This design comes from an exercise in tuning for small area on the open sky130 flow, not from production work. Only simulation tests tie the RTL to the original design; equivalence was not proved.

==> flow/design.v, too long to show whole: its modules and the start of the top module <==
// module input_loader: 7 lines
// module nn_fa: 4 lines
// module nn_fa1: 4 lines
// module nn_ha: 4 lines
// module nn_benc: 5 lines
// module nn_benc0: 5 lines
// module nn_bsel: 3 lines
// module nn_bselp: 3 lines
// module nn_benc7u: 4 lines
// module nn_bsel0: 3 lines
// module mac_b: 731 lines
// module mac_bu: 730 lines
// module nn_top: 145 lines
module nn_top (
	input  logic          clk,
	input  logic          rst_n,
	input  logic          in_valid_d,
	input  nn_pkg::data_t data_point,
	input  logic          in_valid_w1,
	input  nn_pkg::data_t weight1,
	input  logic          in_valid_w2,
	input  nn_pkg::data_t weight2,
	output logic          out_valid,
	output nn_pkg::data_t out
);
  // ...
==> flow/flow/run.sh <==
#!/bin/bash
# Standard synthesis; then every combinational cell of the netlist is set to
# its smallest drive strength before the standard layout steps, whose timing
# and design repair size up what needs it.  Ports get the smallest buffer;
# the clock tree is built without dummy loads.
set -euo pipefail
bash standard.sh synth > synth_stage.log 2>&1
NET=orfs/results/sky130hd/nn_top/base/1_2_yosys.v
python3 flow/downsize.py $NET > downsize.log 2>&1
bash standard.sh REMOVE_ABC_BUFFERS=1 "BUFFER_PORTS_ARGS=-buffer_cell sky130_fd_sc_hd__buf_1" \
  "CTS_ARGS=-sink_clustering_enable -repair_clock_nets -sink_clustering_size 16 -sink_clustering_max_diameter 80 -buf_list sky130_fd_sc_hd__clkbuf_8 -dont_use_dummy_load" \
  finish > layout_stage.log 2>&1
==> flow/flow/downsize.py <==
#!/usr/bin/env python3
"""Swap each combinational cell of the synthesized netlist for the smallest
drive strength of the same cell (same function and pins).  Timing repair in
the later steps sizes up what needs it."""
import re, sys
LIB = "/OpenROAD-flow-scripts/flow/platforms/sky130hd/lib/sky130_fd_sc_hd__tt_025C_1v80.lib"
txt = open(LIB).read()
area = {}
for c in re.split(r'\n\s*cell\s*\(', txt)[1:]:
    n = re.match(r'\s*"?(\w+)"?', c).group(1)
    a = re.search(r'area\s*:\s*([\d.]+)', c)
    if a:
        area[n] = float(a.group(1))
SKIP = re.compile(r'__(df|edf|sdf|dl|clk|conb|tap|fill|decap|buf|inv|probe|lpflow|mux2i|ebuf|einv)')
def target(cell):
    if SKIP.search(cell):
        return cell
    m = re.match(r'(sky130_fd_sc_hd__\w+?)_(\d+)$', cell)
    if not m:
        return cell
    best = cell
    for d in ("0", "1"):
        cand = f"{m.group(1)}_{d}"
        if cand in area and area[cand] < area[best]:
            best = cand
    return best
path = sys.argv[1]
net = open(path).read()
swaps = {}
def sub(m):
    t = target(m.group(1))
    if t != m.group(1):
        swaps[(m.group(1), t)] = swaps.get((m.group(1), t), 0) + 1
    return m.group(0).replace(m.group(1), t, 1)
net = re.sub(r'^(\s*sky130_fd_sc_hd__\w+)(?=\s)', lambda m: sub2(m), net, flags=re.M) if False else \
      re.sub(r'(?m)^\s*(sky130_fd_sc_hd__\w+)\s', sub, net)
open(path, "w").write(net)
for (a, b), n in sorted(swaps.items()):
    print(f"{n:5d} {a} -> {b}")
==> flow/standard.sh <==
#!/bin/bash
# synth_recipe.tcl (not shown) runs the flow's synth.tcl, then flattens the netlist and writes it again
# the make line also repeats each setting of config.mk as NAME=value (left out here)
make -C /OpenROAD-flow-scripts/flow DESIGN_CONFIG=/design/flow/config.mk WORK_HOME=/design/flow/orfs CLKGATE_MAP_FILE= SYNTH_SCRIPT=/design/flow/synth_recipe.tcl "${@:-finish}"
==> flow/config.mk <==
export PLATFORM = sky130hd
export DESIGN_NAME = nn_top
export DESIGN_NICKNAME = nn_top
export VERILOG_FILES = /design/flow/design.v
export SDC_FILE = /design/flow/constraint.sdc
export NUM_CORES = 4
export LEC_CHECK = 0
export CAP_MARGIN = 20
export CORE_MARGIN = 2
export CORE_UTILIZATION = 80
export SLEW_MARGIN = 20
export SYNTH_HIERARCHICAL = 1
==> flow/constraint.sdc <==
create_clock -name core_clock -period 8.0 [get_ports {clk}]
set_input_delay 1.6000 -clock core_clock [delete_from_list [all_inputs] [get_ports {clk}]]
set_output_delay 1.6000 -clock core_clock [all_outputs]
set_load 0.01 [all_outputs]
==> impl_metrics.tcl, run 1 <==
set metrics [dict create \
    outcome "timing/DRC/antenna clean" \
    bufAreaShareNonClock 0.0370 \
    timing.hold.ws_ps 281 \
    drc 0 \
    place_congestion 0.976 \
    root_buffer "clkbuf_8" \
    n_clock_buffer 28 \
    hpwlAfterDp_um 63200 \
    critical_path_arrival_ps 8270 \
    vias_per_cell 7.28 \
    routed_wl_um 88700 \
    num-multi-input-gates 2008 \
    regMostFlops "w1" \
    cts.path.max_buffers 3 \
    met2_usage 0.699 \
    seq_cells 352 \
    end_kind "flop" \
    syn_area_um2 31400 \
    fillers 1860 \
    hold_end "x2[9]$_DFF_P_" \
    insertion_delay_ps 690 \
    io_pins 70 \
    use_met3 0.104 \
    die-area_um2 40800 \
    multiInputGateArea_um2 21000 \
    synthToLayoutAreaGrowth_pct 5.95 \
    hp-class "reg2reg" \
    vias 23423 \
    finalNetCount 3245 \
    worstHoldStart "x1[9]$_DFF_P_" \
]
==> inputs of run 2 (changes only) <==
--- a/flow/config.mk
+++ b/flow/config.mk
@@ -7,6 +7,6 @@
 export LEC_CHECK = 0
 export CAP_MARGIN = 20
 export CORE_MARGIN = 2
-export CORE_UTILIZATION = 80
+export CORE_UTILIZATION = 70
 export SLEW_MARGIN = 20
 export SYNTH_HIERARCHICAL = 1
==> run 2 against run 1 <==
Against the previous run: worst setup slack better by 300 ps; global-route usage shrank 8.7 points; routed wire length down 9.2%; highest routed layer unchanged.
==> impl_metrics.tcl, run 2 <==
set metrics [dict create \
    outcome "timing/DRC/antenna clean" \
    port_buffers 69 \
    die_h_um 216 \
    cts_tree "built" \
    start_kind "flop" \
    routed_wl_um 80600 \
    setup_viol 0 \
    final_cells 3296 \
    hpwlAfterDp_um 60500 \
    dr.pass1.iters 9 \
    place_inst 3266 \
    vias_per_cell 6.67 \
    critical_path.max_fanout 16 \
    crit_end "acc[31]$_DFF_P_" \
    root_buffer "clkbuf_8" \
    vias 21988 \
    top_regs "w1 (192), acc (48), w2 (48)" \
    ctsResizeCount 0 \
    fillers 2970 \
    dp_worst_setup_slack_ps 492 \
    tns_ps 0 \
    final_cell_area_um2 33300 \
    die_w_um 216 \
    postSynthCellCount 2535 \
    clk_pin_slew_ps 100 \
    die-area_um2 46500 \
    drc 0 \
    final_hold_viol_count 0 \
    syn_area_um2 31400 \
    syn_avg_cell_area_um2 12.4 \
    largest_reg_flops 192 \
    finalCritPeriodShare 0.920 \
    cts.path.max_buffers 3 \
    tightest_slew_ps 1090 \
    layout_common_cells "xnor2_1, a22oi_1, fa_1" \
    critPathKind "reg2reg" \
    cts.sinks 352 \
    drtAntennaViolNets 0 \
    maxSlewHeadroom 0.274 \
    layout_commonest_cell "xnor2_1" \
    numCtsBuffers 29 \
    wl_per_cell_um 24.4 \
    startpoint "m1[1]$_DFFE_PN0P_" \
    end_kind "flop" \
    io_pins 70 \
    fmax_ghz 0.136 \
    core-area_um2 44200 \
    max_stage_delay_ps 870 \
    rsz0062_at_grt "no" \
    placed_cell_area_um2 32900 \
    drt_iter0_markers 2502 \
    antenna_found_initial 3 \
    hp-class "reg2reg" \
    drive_above_1_share 0.0803 \
    insertion_delay_ps 650 \
    maxCapViolCount 0 \
    grt.overflow.total 0 \
    synthToLayoutAreaGrowth_pct 6.29 \
    grt_max_degree 65 \
    r2r-end "acc[31]$_DFF_P_" \
    regMostFlops "w1" \
    hold_buffers 0 \
    drv_slew 0 \
    crit_chain "inv_1 > ha_1 > nor2b_1 > a31o_2 > o21ai_0 > buf_4 > and2_0 > a22oi_1 > xnor2_1 > fa_1 > fa_1 > fa_1 > fa_1 > ha_1 > a21oi_1 > o21ai_0 > o21ai_0 > a31oi_1 > fa_1 > xnor2_1 > xnor2_1 > xnor2_1 > xnor2_1" \
    grt_pass1_wl_um 128000 \
    clock_skew_ps 52.6 \
    finalWorstSetupSlack_ps 639 \
    period_needed_ps 7360 \
    grtUsageTotal 0.354 \
    htreeDepth 1 \
    cts_setup_buffers 0 \
    cp_slowest_cell "and2_0" \
    rows 77 \
    place_congestion 0.953 \
    yosysWarnings 7 \
    r2r_start "m1[1]$_DFFE_PN0P_" \
    initial_core_util 0.709 \
    post-route-util 0.754 \
    r2r_cells 23 \
    critical_path_arrival_ps 7900 \
    grt_pass1_vias 22646 \
    cp_data_required_time_ps 8530 \
    timing.hold.ws_ps 311 \
    r2r_slack_ps 640 \
    finalNetCount 3250 \
]
-- run 2: changes by cell type in the layout (fill, tap and decap cells not counted), sizes merged --
cell / change
buf: +4
clkbuf: +1
-- run 2: how the worst min path moves through the flow --
stage                               from              to  depth (start not counted)
after global routing      x1[14]$_DFF_P_  x2[14]$_DFF_P_                          0
after global placement    x1[13]$_DFF_P_  x2[13]$_DFF_P_                          0
after floorplan           x1[10]$_DFF_P_  x2[10]$_DFF_P_                          0
after detailed placement  x1[15]$_DFF_P_  x2[15]$_DFF_P_                          0
final                     x1[14]$_DFF_P_  x2[14]$_DFF_P_                          0
after CTS                 x1[14]$_DFF_P_  x2[14]$_DFF_P_                          0
-- run 2: critical path, delay by kind of cell, from the launching register on --
| family | cells | cell delay (ps) |
|---|---|---|
| compound gates | 7 | 1880 |
| xor+xnor | 5 | 820 |
| fa+ha+maj | 7 | 2710 |
| buf+inv | 2 | 380 |
| flops | 1 | 420 |
| simple gates | 2 | 1020 |
-- run 2: routing by layer --
metal	vias up	global-route usage	wire, µm
li1	9417	-	-
met1	11157	0.500	31700
met2	1221	0.561	37800
met3	189	0.0567	7500
met4	4	0.133	3550
met5	-	0	27
-- run 2: cell type report --
cell class	instances	area [µm²]	area share
tap	592	741	0.0222
clock buffer	29	399	0.0120
timing repair buffer	198	1230	0.0369
multi-input combinational	2008	21000	0.630
inverter	116	435	0.0131
sequential	352	9510	0.285
antenna	1	2.50	0.0000751
==> inputs of run 3 (changes only) <==
--- a/flow/config.mk
+++ b/flow/config.mk
@@ -8,5 +8,6 @@
 export CAP_MARGIN = 20
 export CORE_MARGIN = 2
 export CORE_UTILIZATION = 70
+export PLACE_DENSITY = 0.85
 export SLEW_MARGIN = 20
 export SYNTH_HIERARCHICAL = 1
==> run 3 against run 2 <==
Against the previous run: clock skew is 67 ps higher; critical path type unchanged; hold slack better by 65 ps; critical path depth is 1 higher; still clean; die area stayed put; via count is 2.1% higher; register-to-register slack worse by 310 ps; non-clock buffer count is 9 higher; final cell count is 0.27% higher.
==> impl_metrics.tcl, run 3 <==
set metrics [dict create \
    outcome "timing/DRC/antenna clean" \
    r2r-end "acc[47]$_DFF_P_" \
    period_needed_ps 7680 \
    crit_chain "inv_1 > ha_1 > nor2b_1 > a21oi_1 > o41a_1 > and2_0 > a22oi_1 > xnor2_1 > fa_1 > fa_1 > fa_1 > fa_1 > fa_1 > fa_1 > ha_1 > a21oi_1 > o21ai_0 > o21ai_0 > a31oi_1 > fa_1 > xnor2_1 > xnor2_1 > xnor2_1 > xnor2_1" \
    syn_area_um2 31400 \
    top_layer "met4" \
    num_antenna_cells 0 \
    drt-met1-wl_um 31900 \
    drc 0 \
    postSynthCellCount 2535 \
    port_buffers 69 \
    syn_avg_cell_area_um2 12.4 \
    setup_viol 0 \
    vias 22458 \
    end_kind "flop" \
    routed_wl_um 84500 \
    cts_setup_buffers 0 \
    final_cells 3305 \
    worstHoldStart "w1[44]$_DFFE_PP_" \
    antenna_found_initial 0 \
    clk_pin_slew_ps 90 \
    fillers 2924 \
    r2r_cells 24 \
    r2r_slack_ps 320 \
    finalCritPeriodShare 0.959 \
    r2r_start "m1[1]$_DFFE_PN0P_" \
    cp_slowest_cell "o21ai_0" \
    numCtsBuffers 30 \
    rows 77 \
    htreeDepth 1 \
    critical_path.max_fanout 16 \
    io_pins 70 \
    die-area_um2 46500 \
    fmax_ghz 0.130 \
    maxCapViolCount 0 \
    grt_pass1_wl_um 132000 \
    start_kind "flop" \
    place_inst 3274 \
    drt_iter0_markers 2736 \
    max_stage_delay_ps 560 \
    maxSlewHeadroom 0.266 \
    cts.path.max_buffers 3 \
    largest_reg_flops 192 \
    critPathKind "reg2reg" \
    root_buffer "clkbuf_8" \
    hpwlAfterDp_um 62800 \
    wl_met3_um 9410 \
    grtUsageTotal 0.368 \
    dr.pass1.iters 9 \
    finalNetCount 3260 \
    cts.sinks 352 \
    min_path_cells 0 \
    hold_end "w1[28]$_DFFE_PP_" \
    rsz0062_at_grt "no" \
    post-route-util 0.755 \
    grt_max_degree 65 \
    hold_buffers 0 \
    die_h_um 216 \
    cp_data_required_time_ps 8470 \
    core-area_um2 44200 \
    drtAntennaViolNets 0 \
    hp-class "reg2reg" \
    critical_path_arrival_ps 8140 \
    wl_per_cell_um 25.6 \
    drv_slew 0 \
    top_regs "w1 (192), acc (48), w2 (48)" \
    regMostFlops "w1" \
    tns_ps 0 \
    grt_pass1_vias 23300 \
    layout_commonest_cell "xnor2_1" \
    clock_skew_ps 119 \
    insertion_delay_ps 670 \
    cp_common_cell "fa_1" \
    synthToLayoutAreaGrowth_pct 6.56 \
    drive_above_1_share 0.0840 \
    met2_length_um 39000 \
    grt.overflow.total 0 \
    die_w_um 216 \
    cts_tree "built" \
    tightest_slew_ps 1100 \
    layout_common_cells "xnor2_1, a22oi_1, fa_1" \
    yosysWarnings 7 \
    place_congestion 0.958 \
    vias_per_cell 6.80 \
    final_hold_viol_count 0 \
    initial_core_util 0.709 \
]
-- run 3: cell type report --
class / count / area, µm² / area share
clock buffers: 30 / 413 / 0.0124
multi-input cells: 2008 / 21000 / 0.629
flip-flops and latches: 352 / 9510 / 0.285
inverters: 116 / 435 / 0.0130
repair buffers: 207 / 1300 / 0.0388
well taps: 592 / 741 / 0.0222
-- run 3: worst max-delay path: cells and delay by family, from the launching register on --
family / cells / cell delay, ps
XOR/XNOR: 5 / 770
buffers and inverters: 1 / 200
AO/OA/AOI/OAI: 7 / 2060
flip-flops: 1 / 450
adder cells (fa/ha/maj): 9 / 3400
AND/OR/NAND/NOR: 2 / 560
-- run 3: per-stage QoR --
step | cell area, µm² | setup slack [ps] | hold slack, ps
after floorplan | 30900 | 49.3 | 324
after global placement | 33000 | 539 | 376
after detailed placement | 33000 | 467 | 376
after CTS | 33400 | 289 | 372
after global routing | 33400 | 15.9 | 383
final | 33400 | 324 | 376
-- run 3: layer usage --
metal | GRT usage | vias to the layer above
li1 | - | 9435
met1 | 0.506 | 11173
met2 | 0.582 | 1541
met3 | 0.0706 | 309
met4 | 0.149 | 0
met5 | 0.00521 | -
-- run 3: how the worst max path moves through the flow --
stage | startpoint | end | slack, ps | cells past startpoint
after global placement | in_valid_d | acc[15]$_DFF_P_ | 540 | 21
after detailed placement | m1[1]$_DFFE_PN0P_ | acc[47]$_DFF_P_ | 470 | 24
after floorplan | i2[1]$_DFF_P_ | oacc[15]$_DFF_P_ | 50 | 20
after global routing | m1[1]$_DFFE_PN0P_ | acc[47]$_DFF_P_ | 20 | 24
final | m1[1]$_DFFE_PN0P_ | acc[47]$_DFF_P_ | 320 | 24
after CTS | m1[1]$_DFFE_PN0P_ | acc[47]$_DFF_P_ | 290 | 24
-- run 3: repair_timing --
item                                    in CTS  in global routing
endpoints found under the setup margin       0                  1
gates resized for setup                      0                  1
endpoints found under the hold margin        0                  0
==> inputs of run 4 (changes only) <==
--- a/flow/flow/run.sh
+++ b/flow/flow/run.sh
@@ -8,5 +8,5 @@
 NET=orfs/results/sky130hd/nn_top/base/1_2_yosys.v
 python3 flow/downsize.py $NET > downsize.log 2>&1
 bash standard.sh REMOVE_ABC_BUFFERS=1 "BUFFER_PORTS_ARGS=-buffer_cell sky130_fd_sc_hd__buf_1" \
-  "CTS_ARGS=-sink_clustering_enable -repair_clock_nets -sink_clustering_size 16 -sink_clustering_max_diameter 80 -buf_list sky130_fd_sc_hd__clkbuf_8 -dont_use_dummy_load" \
+  "CTS_ARGS=-sink_clustering_enable -repair_clock_nets -sink_clustering_size 20 -sink_clustering_max_diameter 90 -buf_list sky130_fd_sc_hd__clkbuf_8 -dont_use_dummy_load" \
   finish > layout_stage.log 2>&1
--- a/flow/config.mk
+++ b/flow/config.mk
@@ -8,6 +8,5 @@
 export CAP_MARGIN = 20
 export CORE_MARGIN = 2
 export CORE_UTILIZATION = 70
-export PLACE_DENSITY = 0.85
 export SLEW_MARGIN = 20
 export SYNTH_HIERARCHICAL = 1
==> run 4 against run 3 <==
Against the previous run: still clean on timing, DRC and antenna; critical path depth stayed put; sequential cell count unchanged; core utilization shrank 0.32 points; count of clock-buffer cells in the layout down 5; die area unchanged; fmax rose by 3.8%; design area is 0.43% lower; highest routed layer is now met5.
==> impl_metrics.tcl, run 4 <==
set metrics [dict create \
    maxCapViolCount 0 \
    drive_above_1_share 0.0789 \
    dr.pass1.iters 10 \
    cts_setup_buffers 0 \
    syn_area_um2 31400 \
    core-area_um2 44200 \
    hp-class "reg2reg" \
    vias 21875 \
    grt_max_degree 65 \
    fmax_ghz 0.135 \
    max_stage_delay_ps 500 \
    clock_skew_ps 87.2 \
    cp_num_buf_inv 1 \
    cp_data_required_time_ps 8490 \
    grt_pass1_vias 22653 \
    end_kind "flop" \
    port_buffers 69 \
    cts_tree "built" \
    die_w_um 216 \
    dp_worst_setup_slack_ps 492 \
    largest_reg_flops 192 \
    rsz0062_at_grt "no" \
    maxSlewHeadroom 0.311 \
    regArea_um2 9510 \
    finalNetCount 3246 \
    critical_path.max_fanout 16 \
    numCtsBuffers 25 \
    final_cells 3291 \
    hpwlAfterDp_um 60500 \
    crit_chain "inv_1 > ha_1 > nor2b_1 > a21oi_1 > o41a_1 > and2_0 > a22oi_1 > xnor2_1 > fa_1 > fa_1 > fa_1 > fa_1 > fa_1 > fa_1 > ha_1 > nand4_1 > nor4_1 > o21ai_0 > a31oi_1 > fa_1 > xnor2_1 > xnor2_1 > xnor2_1 > xnor2_1" \
    io_pins 70 \
    drc 0 \
    cp_slowest_cell "fa_1" \
    syn_avg_cell_area_um2 12.4 \
    place_congestion 0.953 \
    rows 77 \
    cts.sinks 352 \
    num_antenna_cells 0 \
    final_hold_viol_count 0 \
    outcome "timing/DRC/antenna clean" \
    root_buffer "clkbuf_8" \
    finalWorstSetupSlack_ps 602 \
    die_h_um 216 \
    top_regs "w1 (192), acc (48), w2 (48)" \
    yosysWarnings 7 \
    regMostFlops "w1" \
    setup_viol 0 \
    wl_per_cell_um 24.5 \
    critical_path_arrival_ps 7890 \
    start_kind "flop" \
    fillers 2960 \
    period_needed_ps 7400 \
    place_inst 3266 \
    grtUsageTotal 0.355 \
    clk_pin_slew_ps 110 \
    postSynthCellCount 2535 \
    cp_common_cell "fa_1" \
    synthToLayoutAreaGrowth_pct 6.10 \
    hold_buffers 0 \
    crit_family "adder cells" \
    ctsResizeCount 0 \
    tns_ps 0 \
    layout_commonest_cell "xnor2_1" \
    grt.overflow.total 0 \
    drv_slew 0 \
    initial_core_util 0.709 \
    multiInputGateArea_um2 21000 \
    layout_common_cells "xnor2_1, a22oi_1, fa_1" \
    vias_per_cell 6.65 \
    drtAntennaViolNets 0 \
    htreeDepth 1 \
    cts.path.max_buffers 3 \
    die-area_um2 46500 \
    routed_wl_um 80800 \
    critPathKind "reg2reg" \
    insertion_delay_ps 670 \
    antenna_found_initial 3 \
    finalCritPeriodShare 0.925 \
    grt_pass1_wl_um 128000 \
    tightest_slew_ps 1030 \
    drt_iter0_markers 2414 \
]
## run 4: routing by layer
layer,part of all wire,GRT usage
met1,0.40,0.500
met2,0.47,0.557
met3,0.089,0.0596
met4,0.044,0.141
met5,0.00040,0
## run 4: worst reg2reg max path: stages, from the launching register on
cell	delay, ps
dfrtp_1	440
inv_1	180
ha_1	180
nor2b_1	250
a21oi_1	110
o41a_1	490
and2_0	290
a22oi_1	360
xnor2_1	150
fa_1	420
fa_1	390
fa_1	390
fa_1	380
fa_1	400
fa_1	500
ha_1	350
nand4_1	90
nor4_1	410
o21ai_0	280
a31oi_1	320
fa_1	270
xnor2_1	140
xnor2_1	150
xnor2_1	150
xnor2_1	160
## run 4: worst paths after layout
check,from,to,slack (ps),cells after the start
worst max-delay path,m1[1]$_DFFE_PN0P_,acc[47]$_DFF_P_,600,24
worst max register to register,m1[1]$_DFFE_PN0P_,acc[47]$_DFF_P_,600,24
min in group asynchronous,rst_n,m1[2]$_DFFE_PN0P_,1020,1
max in group asynchronous,rst_n,v2$_DFF_PN0_,6360,1
worst min-delay path,x1[15]$_DFF_P_,x2[15]$_DFF_P_,280,0
worst min register to register,x1[15]$_DFF_P_,x2[15]$_DFF_P_,280,0
## run 4: final cells by class
class	instances	share of cell area
multi-input cells	2008	0.631
flip-flops and latches	352	0.286
repair buffers	198	0.0370
well taps	592	0.0223
inverters	116	0.0131
clock buffers	25	0.0103
## run 4: metrics by stage
step	hold WS, ps	utilization	area (µm²)
global placement	339	0.744	32900
detailed placement	333	0.744	32900
global route	279	0.752	33300
floorplan	324	-	30900
CTS	279	0.752	33300
finish	281	0.752	33300
==> inputs of run 5 (changes only) <==
==> flow/flow/run.sh (replaced) <==
#!/bin/bash
# Standard synthesis; then every combinational cell of the netlist is set to
# its smallest drive strength before the standard layout steps, whose timing
# and design repair size up what needs it.  Ports get the smallest buffer;
# the clock tree is built without dummy loads.
set -euo pipefail
bash standard.sh synth > synth_stage.log 2>&1
NET=orfs/results/sky130hd/nn_top/base/1_2_yosys.v
python3 flow/downsize.py $NET > downsize.log 2>&1
bash standard.sh "BUFFER_PORTS_ARGS=-buffer_cell sky130_fd_sc_hd__buf_1" \
  "CTS_ARGS=-sink_clustering_enable -repair_clock_nets -sink_clustering_size 12 -sink_clustering_max_diameter 60 -buf_list {sky130_fd_sc_hd__clkbuf_4 sky130_fd_sc_hd__clkbuf_8} -dont_use_dummy_load" \
  finish > layout_stage.log 2>&1
--- a/flow/config.mk
+++ b/flow/config.mk
@@ -7,6 +7,6 @@
 export LEC_CHECK = 0
 export CAP_MARGIN = 20
 export CORE_MARGIN = 2
-export CORE_UTILIZATION = 70
+export CORE_UTILIZATION = 60
 export SLEW_MARGIN = 20
 export SYNTH_HIERARCHICAL = 1
==> run 5 against run 4 <==
Against the previous run: register-to-register slack got worse by 100 ps; area after synthesis unchanged; fmax decreased by 1.4%; core utilization decreased by 9.8 points; critical path type unchanged; highest routed layer is now met4.
==> impl_metrics.tcl, run 5 <==
set metrics [dict create \
    ctsResizeCount 0 \
    drt_iter0_markers 2414 \
    cts.sinks 352 \
    rsz0062_at_grt "no" \
    r2r_slack_ps 500 \
    r2r_start "m1[1]$_DFFE_PN0P_" \
    start_kind "flop" \
    critPathKind "reg2reg" \
    die-area_um2 54100 \
    finalCritPeriodShare 0.937 \
    insertion_delay_ps 630 \
    syn_avg_cell_area_um2 12.4 \
    cts.path.max_buffers 3 \
    regArea_um2 9510 \
    top_regs "w1 (192), acc (48), w2 (48)" \
    tightest_slew_ps 1060 \
    drc 0 \
    initial_core_util 0.609 \
    rows 83 \
    grtUsageTotal 0.335 \
    fillers 4048 \
    fmax_ghz 0.133 \
    period_needed_ps 7500 \
    core-area_um2 51500 \
    grt.overflow.total 0 \
    cts_tree "built" \
    use_met1 0.480 \
    busiest_layer "met2" \
    place_inst 3368 \
    syn_area_um2 31400 \
    outcome "timing/DRC/antenna clean" \
    yosysWarnings 7 \
    io_pins 70 \
    place_congestion 0.925 \
    clock_skew_ps 94.3 \
    hpwlAfterDp_um 66100 \
    critical_path_arrival_ps 7950 \
    drive_above_1_share 0.0895 \
    htreeDepth 2 \
    port_buffers 69 \
    final_cells 3409 \
    drtAntennaViolNets 0 \
    regMostFlops "w1" \
    crit_end "acc[47]$_DFF_P_" \
    multiInputGateArea_um2 21000 \
    critical_path.max_fanout 16 \
    dr.pass1.iters 7 \
    synthToLayoutAreaGrowth_pct 7.49 \
    finalNetCount 3274 \
    die_h_um 233 \
    grt_max_degree 65 \
    maxCapViolCount 0 \
    postSynthCellCount 2535 \
    r2r_cells 26 \
    numCtsBuffers 39 \
    clk_pin_slew_ps 80 \
    vias 21839 \
    tns_ps 0 \
    hp-class "reg2reg" \
    cts_setup_buffers 0 \
    cp_data_required_time_ps 8450 \
    routed_wl_um 87900 \
    layout_common_cells "xnor2_1, a22oi_1, fa_1" \
    wl_per_cell_um 25.8 \
    maxSlewHeadroom 0.296 \
    vias_per_cell 6.41 \
    root_buffer "clkbuf_8" \
    die_w_um 233 \
    setup_viol 0 \
    layout_commonest_cell "xnor2_1" \
    largest_reg_flops 192 \
    final_hold_viol_count 0 \
    r2r-end "acc[47]$_DFF_P_" \
    met2_usage 0.515 \
    grt_pass1_wl_um 137000 \
    grt_pass1_vias 22677 \
    timing.hold.ws_ps 347 \
    hold_buffers 0 \
    use_met3 0.0647 \
    antenna_found_initial 2 \
    drv_slew 0 \
    end_kind "flop" \
    startpoint "m1[1]$_DFFE_PN0P_" \
]
run 5: final cells by class:
class                   instances  share of cell area
multi-input cells            2008               0.624
flip-flops and latches        352               0.282
repair buffers                212              0.0397
well taps                     680              0.0252
clock buffers                  39              0.0159
inverters                     116              0.0129
diodes                          2            0.000149
run 5: how the worst min path moves through the flow:
| stage | cells after the start | slack, ps | endpoint | start |
|---|---|---|---|---|
| 6_report | 0 | 350 | x2[9]$_DFF_P_ | x1[9]$_DFF_P_ |
| 5_1_grt | 0 | 330 | x2[15]$_DFF_P_ | x1[15]$_DFF_P_ |
| 4_1_cts | 0 | 350 | x2[15]$_DFF_P_ | x1[15]$_DFF_P_ |
| 3_5_place_dp | 0 | 350 | x2[3]$_DFF_P_ | x1[3]$_DFF_P_ |
| 3_3_place_gp | 0 | 340 | x2[3]$_DFF_P_ | x1[3]$_DFF_P_ |
| 2_1_floorplan | 0 | 320 | x2[10]$_DFF_P_ | x1[10]$_DFF_P_ |
run 5: worst max-delay path: stages (launching register included):
cell and delay (ps):
dfrtp_1 430, inv_1 180, ha_1 170, nor2b_1 220, a21oi_1 110, o41a_1 580, and2_0 240, buf_4 200
a22oi_1 230, xnor2_1 120, fa_1 420, fa_1 410, fa_1 400, fa_1 420, fa_1 410, fa_1 470
ha_1 350, nand4_1 90, nor4_1 500, o21ai_0 160, buf_4 180, a31oi_1 250, fa_1 230, xnor2_1 150
xnor2_1 170, xnor2_1 160, xnor2_1 90
run 5: stage by stage:
step	setup slack (ps)	util	cell area, µm²
final	501	0.654	33700
after CTS	498	0.654	33700
after global routing	101	0.654	33700
after detailed placement	458	0.644	33200
after floorplan	1080	-	31400
after global placement	573	0.644	33100
run 5: layer usage:
| layer | share of wire | up-vias |
|---|---|---|
| met5 | 0 | - |
| met4 | 0.036 | 0 |
| met3 | 0.089 | 155 |
| met2 | 0.45 | 1147 |
| met1 | 0.43 | 11071 |
| li1 | - | 9466 |

-- static timing again, ports no longer ideal --
The results above use ideal ports. As a check the final layouts listed here were re-extracted and re-timed, cells and wires unchanged.
Step 1 (the two cells are an assumption about what drives the block):
set clk [get_ports {clk}]
set_driving_cell -lib_cell sky130_fd_sc_hd__clkbuf_16 $clk
set_driving_cell -lib_cell sky130_fd_sc_hd__buf_2 [delete_from_list [all_inputs] $clk]
Step 2, shift: input delay + t, output delay - t, t = (earliest + latest rising clock arrival at the registers) / 2. This alone moves slack from input paths to output paths.
Slacks: ideal / step 1 / step 2; pairs: ideal / step 1.
| run | t (ns) | setup WS [ns] | worst setup path at the end | pins driven straight from the clock port |
|---|---|---|---|---|
| run 1 | 0.675 | 0.339 / 0.339 / 0.256 | input to register | 1 |
| run 2 | 0.679 | 0.639 / 0.639 / 0.338 | input to register | 1 |
| run 3 | 0.668 | 0.324 / 0.324 / 0.324 | register to register | 1 |
| run 4 | 0.678 | 0.602 / 0.602 / 0.327 | input to register | 1 |
| run 5 | 0.650 | 0.501 / 0.501 / 0.476 | input to register | 1 |
After both steps setup and hold are still met in every run listed. For run 2, which loses most, drivers alone change the setup slack by 0.000 ns; drivers and shift together by -0.301 ns.
